Background: an optimization exercise with open tools, aiming at small area and a short achievable clock period. Do not read the settings as production practice.
The flow treats the clock pin as an ideal source, which a real chip does not have.

== v6 ==
// pkt_fifo_sync
module pkt_fifo_sync #(
  parameter int DATA_W    = 32,
  parameter int DEPTH     = 64,
  parameter int AF_THRESH = DEPTH - 4
) (
  input  logic                       clk,
  input  logic                       rst_n,
  input  logic                       s_tvalid,
  output logic                       s_tready,
  input  logic [DATA_W-1:0]          s_tdata,
  input  logic                       s_tlast,
  input  logic                       s_tuser,
  output logic                       m_tvalid,
  input  logic                       m_tready,
  output logic [DATA_W-1:0]          m_tdata,
  output logic                       m_tlast,
  output logic [$clog2(DEPTH+1)-1:0] level,
  output logic [$clog2(DEPTH+1)-1:0] pkt_count,
  output logic                       almost_full,
  output logic                       drop_pulse
);
Size in the first run: ~2,300 flip-flops, about 89 I/O pins.
==> module pkt_fifo_sync, before the edit <==
module pkt_fifo_sync #(
  parameter int DATA_W    = 32,
  parameter int DEPTH     = 64,
  parameter int AF_THRESH = DEPTH - 4
) (
  input  logic                       clk,
  input  logic                       rst_n,
  input  logic                       s_tvalid,
  output logic                       s_tready,
  input  logic [DATA_W-1:0]          s_tdata,
  input  logic                       s_tlast,
  input  logic                       s_tuser,
  output logic                       m_tvalid,
  input  logic                       m_tready,
  output logic [DATA_W-1:0]          m_tdata,
  output logic                       m_tlast,
  output logic [$clog2(DEPTH+1)-1:0] level,
  output logic [$clog2(DEPTH+1)-1:0] pkt_count,
  output logic                       almost_full,
  output logic                       drop_pulse
);
  localparam int CNT_W = $clog2(DEPTH + 1);
  localparam int RD    = DEPTH - 1;             
  localparam int RP_W  = $clog2(RD);
  localparam int W     = DATA_W + 1;
  function automatic logic [RP_W-1:0] rinc(input logic [RP_W-1:0] p);
    rinc = (p == RP_W'(RD - 1)) ? '0 : p + RP_W'(1);
  endfunction
  logic               drop_m;           
  logic [CNT_W-1:0]   lvl, cm, pkt;
  logic [RP_W-1:0]    rwp, rcp, rrp;    
  logic               mv_r, sr_r, af_r, dp_r;
  logic [CNT_W-1:0]   lvl_ni, pkt_ni;       
  logic               mv_ni, sr_ni;
  logic [CNT_W-1:0]   lv, pk;               
  logic               mv, sr, tl;           
  logic [W-1:0]       ring [RD];
  logic [W-1:0]       head;             
  logic [W-1:0]       head_ni, hd;      
  logic               pop, wr, disc, commit, app, full_unc, drop_n;
  logic               lvl0, lvl1, cm1, notfull;
  logic [CNT_W-1:0]   lvl_p1, lvl_m1, cm_m1, pkt_p1, pkt_m1;
  logic [RP_W-1:0]    rwp_i, rcp_i, rrp_i;
  logic [CNT_W-1:0]   lvl_n, cm_n, pkt_n;
  logic [RP_W-1:0]    rwp_a, rwp_n, rcp_n;
  logic               mv_n, sr_n, af_n;
  logic [W-1:0]       din, head_n;
  logic [RD-1:0]      rsel, wsel, rsel_n, rsel_g;
  logic               h_hold, h_byp;
  logic [RP_W-1:0]    rrp_n;
  logic               adv_rd;
  assign s_tready    = sr_r;
  assign m_tvalid    = mv_r;
  assign m_tdata     = head[DATA_W-1:0];
  assign m_tlast     = head[DATA_W];
  assign hd          = ~head_ni;
  assign level       = lvl;
  assign pkt_count   = pkt;
  assign almost_full = af_r;
  assign drop_pulse  = dp_r;
  assign din      = {s_tlast, s_tdata};
  assign lv       = ~lvl_ni;
  assign pk       = ~pkt_ni;
  assign mv       = ~mv_ni;
  assign sr       = ~sr_ni;
  assign tl       = hd[DATA_W];
  assign notfull  = ~lv[CNT_W-1];
  assign lvl0     = (lv == '0);
  assign lvl1     = (lv == CNT_W'(1));
  assign cm1      = (cm == CNT_W'(1));
  assign full_unc = ~drop_m & lv[CNT_W-1] & ~mv;
  assign lvl_p1   = lv + CNT_W'(1);
  assign lvl_m1   = lv - CNT_W'(1);
  assign cm_m1    = cm - CNT_W'(1);
  assign pkt_p1   = pk + CNT_W'(1);
  assign pkt_m1   = pk - CNT_W'(1);
  assign rwp_i    = rinc(rwp);
  assign rcp_i    = rinc(rcp);
  assign rrp_i    = rinc(rrp);
  assign pop      = mv & m_tready;
  assign wr       = ~drop_m & s_tvalid & sr;
  assign disc     = full_unc | (wr & s_tlast & s_tuser);
  assign commit   = wr & s_tlast & ~s_tuser;
  assign app      = wr & ~(s_tlast & s_tuser);
  assign drop_n   = drop_m ? ~(s_tvalid & s_tlast) : full_unc;
  always_comb begin
    if (disc)           lvl_n = pop ? cm_m1 : cm;
    else if (app)       lvl_n = pop ? lv : lvl_p1;
    else                lvl_n = pop ? lvl_m1 : lv;
    if (commit)         cm_n = pop ? lv : lvl_p1;
    else                cm_n = pop ? cm_m1 : cm;
    if (commit)         pkt_n = (pop & tl) ? pk : pkt_p1;
    else                pkt_n = (pop & tl) ? pkt_m1 : pk;
    rwp_a = (app & ~lvl0 & ~(pop & lvl1)) ? rwp_i : rwp;
    rcp_n = commit ? rwp_a : ((pop & cm1 & ~lvl1) ? rcp_i : rcp);
    rwp_n = disc ? rcp_n : rwp_a;
    mv_n  = (cm_n != '0);
    sr_n  = drop_n | ~lvl_n[CNT_W-1];
    af_n  = (lvl_n >= CNT_W'(AF_THRESH));
  end
  assign adv_rd = pop & ~lvl1;
  assign rrp_n  = adv_rd ? rrp_i : rrp;
  always_comb begin
    for (int i = 0; i < RD; i++) begin
      rsel_n[i] = (rrp_n == RP_W'(i));
      wsel[i]   = (rwp == RP_W'(i)) & notfull;
    end
  end
  assign rsel_g = rsel & {RD{adv_rd}};
  assign h_hold = ~pop & ~lvl0;
  assign h_byp  = pop ? lvl1 : lvl0;
  always_comb begin
    head_n = ({W{h_hold}} & hd) | ({W{h_byp}} & din);
    for (int i = 0; i < RD; i++) head_n = head_n | ({W{rsel_g[i]}} & ring[i]);
  end
  always_ff @(posedge clk or negedge rst_n) begin
    if (!rst_n) begin
      drop_m <= 1'b0;
      lvl    <= '0;
      cm     <= '0;
      pkt    <= '0;
      rwp    <= '0;
      rcp    <= '0;
      rrp    <= '0;
      mv_r   <= 1'b0;
      sr_r   <= 1'b1;
      lvl_ni <= '1;
      pkt_ni <= '1;
      mv_ni  <= 1'b1;
      sr_ni  <= 1'b0;
      af_r   <= 1'b0;
      dp_r   <= 1'b0;
    end else begin
      drop_m <= drop_n;
      lvl    <= lvl_n;
      cm     <= cm_n;
      pkt    <= pkt_n;
      rwp    <= rwp_n;
      rcp    <= rcp_n;
      rrp    <= rrp_n;
      mv_r   <= mv_n;
      sr_r   <= sr_n;
      lvl_ni <= ~lvl_n;
      pkt_ni <= ~pkt_n;
      mv_ni  <= ~mv_n;
      sr_ni  <= ~sr_n;
      af_r   <= af_n;
      dp_r   <= disc;
    end
  end
  always_ff @(posedge clk) begin
    head    <= head_n;
    head_ni <= ~head_n;
  end
  always_ff @(posedge clk) begin
    rsel <= rsel_n;
    for (int i = 0; i < RD; i++)
      if (wsel[i]) ring[i] <= din;
  end
endmodule
==> flow/config.mk <==
export PLATFORM = sky130hd
export DESIGN_NAME = pkt_fifo_sync
export DESIGN_NICKNAME = pkt_fifo_sync
export VERILOG_FILES = /design/flow/design.v
export SDC_FILE = /design/flow/constraint.sdc
export NUM_CORES = 4
export LEC_CHECK = 0
export CAP_MARGIN = 20
export CORE_MARGIN = 2
export CORE_UTILIZATION = 60
export CTS_CLUSTER_DIAMETER = 80
export CTS_CLUSTER_SIZE = 30
export SETUP_SLACK_MARGIN = 3.0
export SLEW_MARGIN = 20
==> flow/constraint.sdc <==
create_clock -name core_clock -period 5.5 [get_ports {clk}]
set_input_delay 1.1000 -clock core_clock [delete_from_list [all_inputs] [get_ports {clk}]]
set_output_delay 1.1000 -clock core_clock [all_outputs]
set_load 0.01 [all_outputs]
standard.sh (not shown) runs the stock make flow with config.mk's settings and CLKGATE_MAP_FILE= SYNTH_SCRIPT=/design/flow/synth_recipe.tcl, a recipe that flattens the netlist after the stock synthesis.
==> flow/flow/run.sh <==
#!/bin/bash
# Standard ORFS layout, with timing repair after CTS and after global routing
# run repeatedly (see repair.tcl).  Full tool output goes to flow_standard.log.
set -euo pipefail
W=$(pwd)
bash standard.sh PRE_CTS_TCL=$W/flow/repair.tcl PRE_GLOBAL_ROUTE_TCL=$W/flow/repair.tcl finish > $W/flow_standard.log 2>&1
==> flow/flow/repair.tcl <==
# Sourced before the CTS and global-route steps: the steps' timing repair
# (repair_timing_helper) is run several times instead of once, since one
# repair_timing call often stops well short of its setup margin.
proc repair_timing_helper { args } {
  set additional_args {}
  append_env_var additional_args SETUP_SLACK_MARGIN -setup_margin 1
  append_env_var additional_args HOLD_SLACK_MARGIN -hold_margin 1
  append_env_var additional_args SETUP_MOVE_SEQUENCE -sequence 1
  append_env_var additional_args TNS_END_PERCENT -repair_tns 1
  append_env_var additional_args SKIP_PIN_SWAP -skip_pin_swap 0
  append_env_var additional_args SKIP_GATE_CLONING -skip_gate_cloning 0
  append_env_var additional_args SKIP_BUFFER_REMOVAL -skip_buffer_removal 0
  append_env_var additional_args SKIP_LAST_GASP -skip_last_gasp 0
  append_env_var additional_args SKIP_VT_SWAP -skip_vt_swap 0
  append_env_var additional_args SKIP_CRIT_VT_SWAP -skip_crit_vt_swap 0
  append_env_var additional_args MATCH_CELL_FOOTPRINT -match_cell_footprint 0
  lappend additional_args {*}$args -verbose
  for {set i 0} {$i < 3} {incr i} {
    log_cmd repair_timing {*}$additional_args
  }
}
Inputs modified between v6 and v7:
--- a/flow/design.v
+++ b/flow/design.v
@@ -41,15 +41,14 @@
   logic               lvl0, lvl1, cm1, notfull;
   logic [CNT_W-1:0]   lvl_p1, lvl_m1, cm_m1, pkt_p1, pkt_m1;
   logic [RP_W-1:0]    rwp_i, rcp_i, rrp_i;
   logic [CNT_W-1:0]   lvl_n, cm_n, pkt_n;
   logic [RP_W-1:0]    rwp_a, rwp_n, rcp_n;
   logic               mv_n, sr_n, af_n;
-  logic [W-1:0]       din, head_n;
-  logic [RD-1:0]      rsel, wsel, rsel_n, rsel_g;
-  logic               h_hold, h_byp;
+  logic [W-1:0]       din, rdata, head_n;
+  logic [RD-1:0]      rsel, wsel, rsel_n;
   logic [RP_W-1:0]    rrp_n;
   logic               adv_rd;
   assign s_tready    = sr_r;
   assign m_tvalid    = mv_r;
   assign m_tdata     = head[DATA_W-1:0];
   assign m_tlast     = head[DATA_W];
@@ -103,18 +102,26 @@
   always_comb begin
     for (int i = 0; i < RD; i++) begin
       rsel_n[i] = (rrp_n == RP_W'(i));
       wsel[i]   = (rwp == RP_W'(i)) & notfull;
     end
   end
-  assign rsel_g = rsel & {RD{adv_rd}};
-  assign h_hold = ~pop & ~lvl0;
-  assign h_byp  = pop ? lvl1 : lvl0;
+  for (genvar b = 0; b < W; b++) begin : g_rd
+    logic [RD/3-1:0] aoi;
+    for (genvar g = 0; g < RD / 3; g++) begin : g_aoi
+      pkt_fifo_aoi222 u_aoi (
+        .a1(rsel[3*g]),   .a2(ring[3*g][b]),
+        .b1(rsel[3*g+1]), .b2(ring[3*g+1][b]),
+        .c1(rsel[3*g+2]), .c2(ring[3*g+2][b]),
+        .y(aoi[g]));
+    end
+    assign rdata[b] = ~&aoi;
+  end
   always_comb begin
-    head_n = ({W{h_hold}} & hd) | ({W{h_byp}} & din);
-    for (int i = 0; i < RD; i++) head_n = head_n | ({W{rsel_g[i]}} & ring[i]);
+    if (pop) head_n = lvl1 ? din : rdata;
+    else     head_n = lvl0 ? din : hd;
   end
   always_ff @(posedge clk or negedge rst_n) begin
     if (!rst_n) begin
       drop_m <= 1'b0;
       lvl    <= '0;
       cm     <= '0;
@@ -155,6 +162,12 @@
   always_ff @(posedge clk) begin
     rsel <= rsel_n;
     for (int i = 0; i < RD; i++)
       if (wsel[i]) ring[i] <= din;
   end
 endmodule
+module pkt_fifo_aoi222 (
+  input  logic a1, a2, b1, b2, c1, c2,
+  output logic y
+);
+  assign y = ~((a1 & a2) | (b1 & b2) | (c1 & c2));
+endmodule
Notes after the runs:
Delta(post-route standard cell area excluding fillers, v7 - v6) < 0
On clock transition at the registers of the reported paths, v6 tracks v7 almost exactly.
v7 reports its cell at the slowest stage of the critical path as sky130_fd_sc_hd__clkbuf_8 while v6 reports sky130_fd_sc_hd__dfrtp_1.
Changes observed in v7 relative to v6: post-synthesis instance area comparable; synthesized net count now larger.
Comparing latest clock arrival within the worst-skew pair for v7 and v6, the smaller number came from v7.
Non-clock buffer count is lower on v7
No functional check of the RTL was part of any run of this note.

==> re-timing with driven ports <==
The flow's constraints put no driver on any port. The routed layouts listed below were extracted and timed again, unchanged, in two steps.
Step 1 sets driving cells, clkbuf_16 on the clock port and buf_2 on the other inputs (assumed; they add their load-dependent delay and slew).
Step 2 also shifts input and output timing later by t, the mid clock arrival at the registers, as if the neighbouring blocks saw the same clock.
a / b / c = no drivers / after step 1 / after step 2; a / b = the first two.
| run | shift t [ns] | slack for setup (ns) | slew at the worst register clock pin (ns) | pins driven straight from the clock port |
|---|---|---|---|---|
| v6 | 0.875 | 2.938 / 2.886 / 2.202 | 0.12 / 0.12 | 1 |
| v7 | 0.845 | 2.903 / 2.903 / 2.229 | 0.12 / 0.12 | 1 |
After both steps setup and hold are still met in every run listed. The setup slack of v6, which loses most, moves by -0.052 ns with the drivers and by -0.736 ns with both steps.
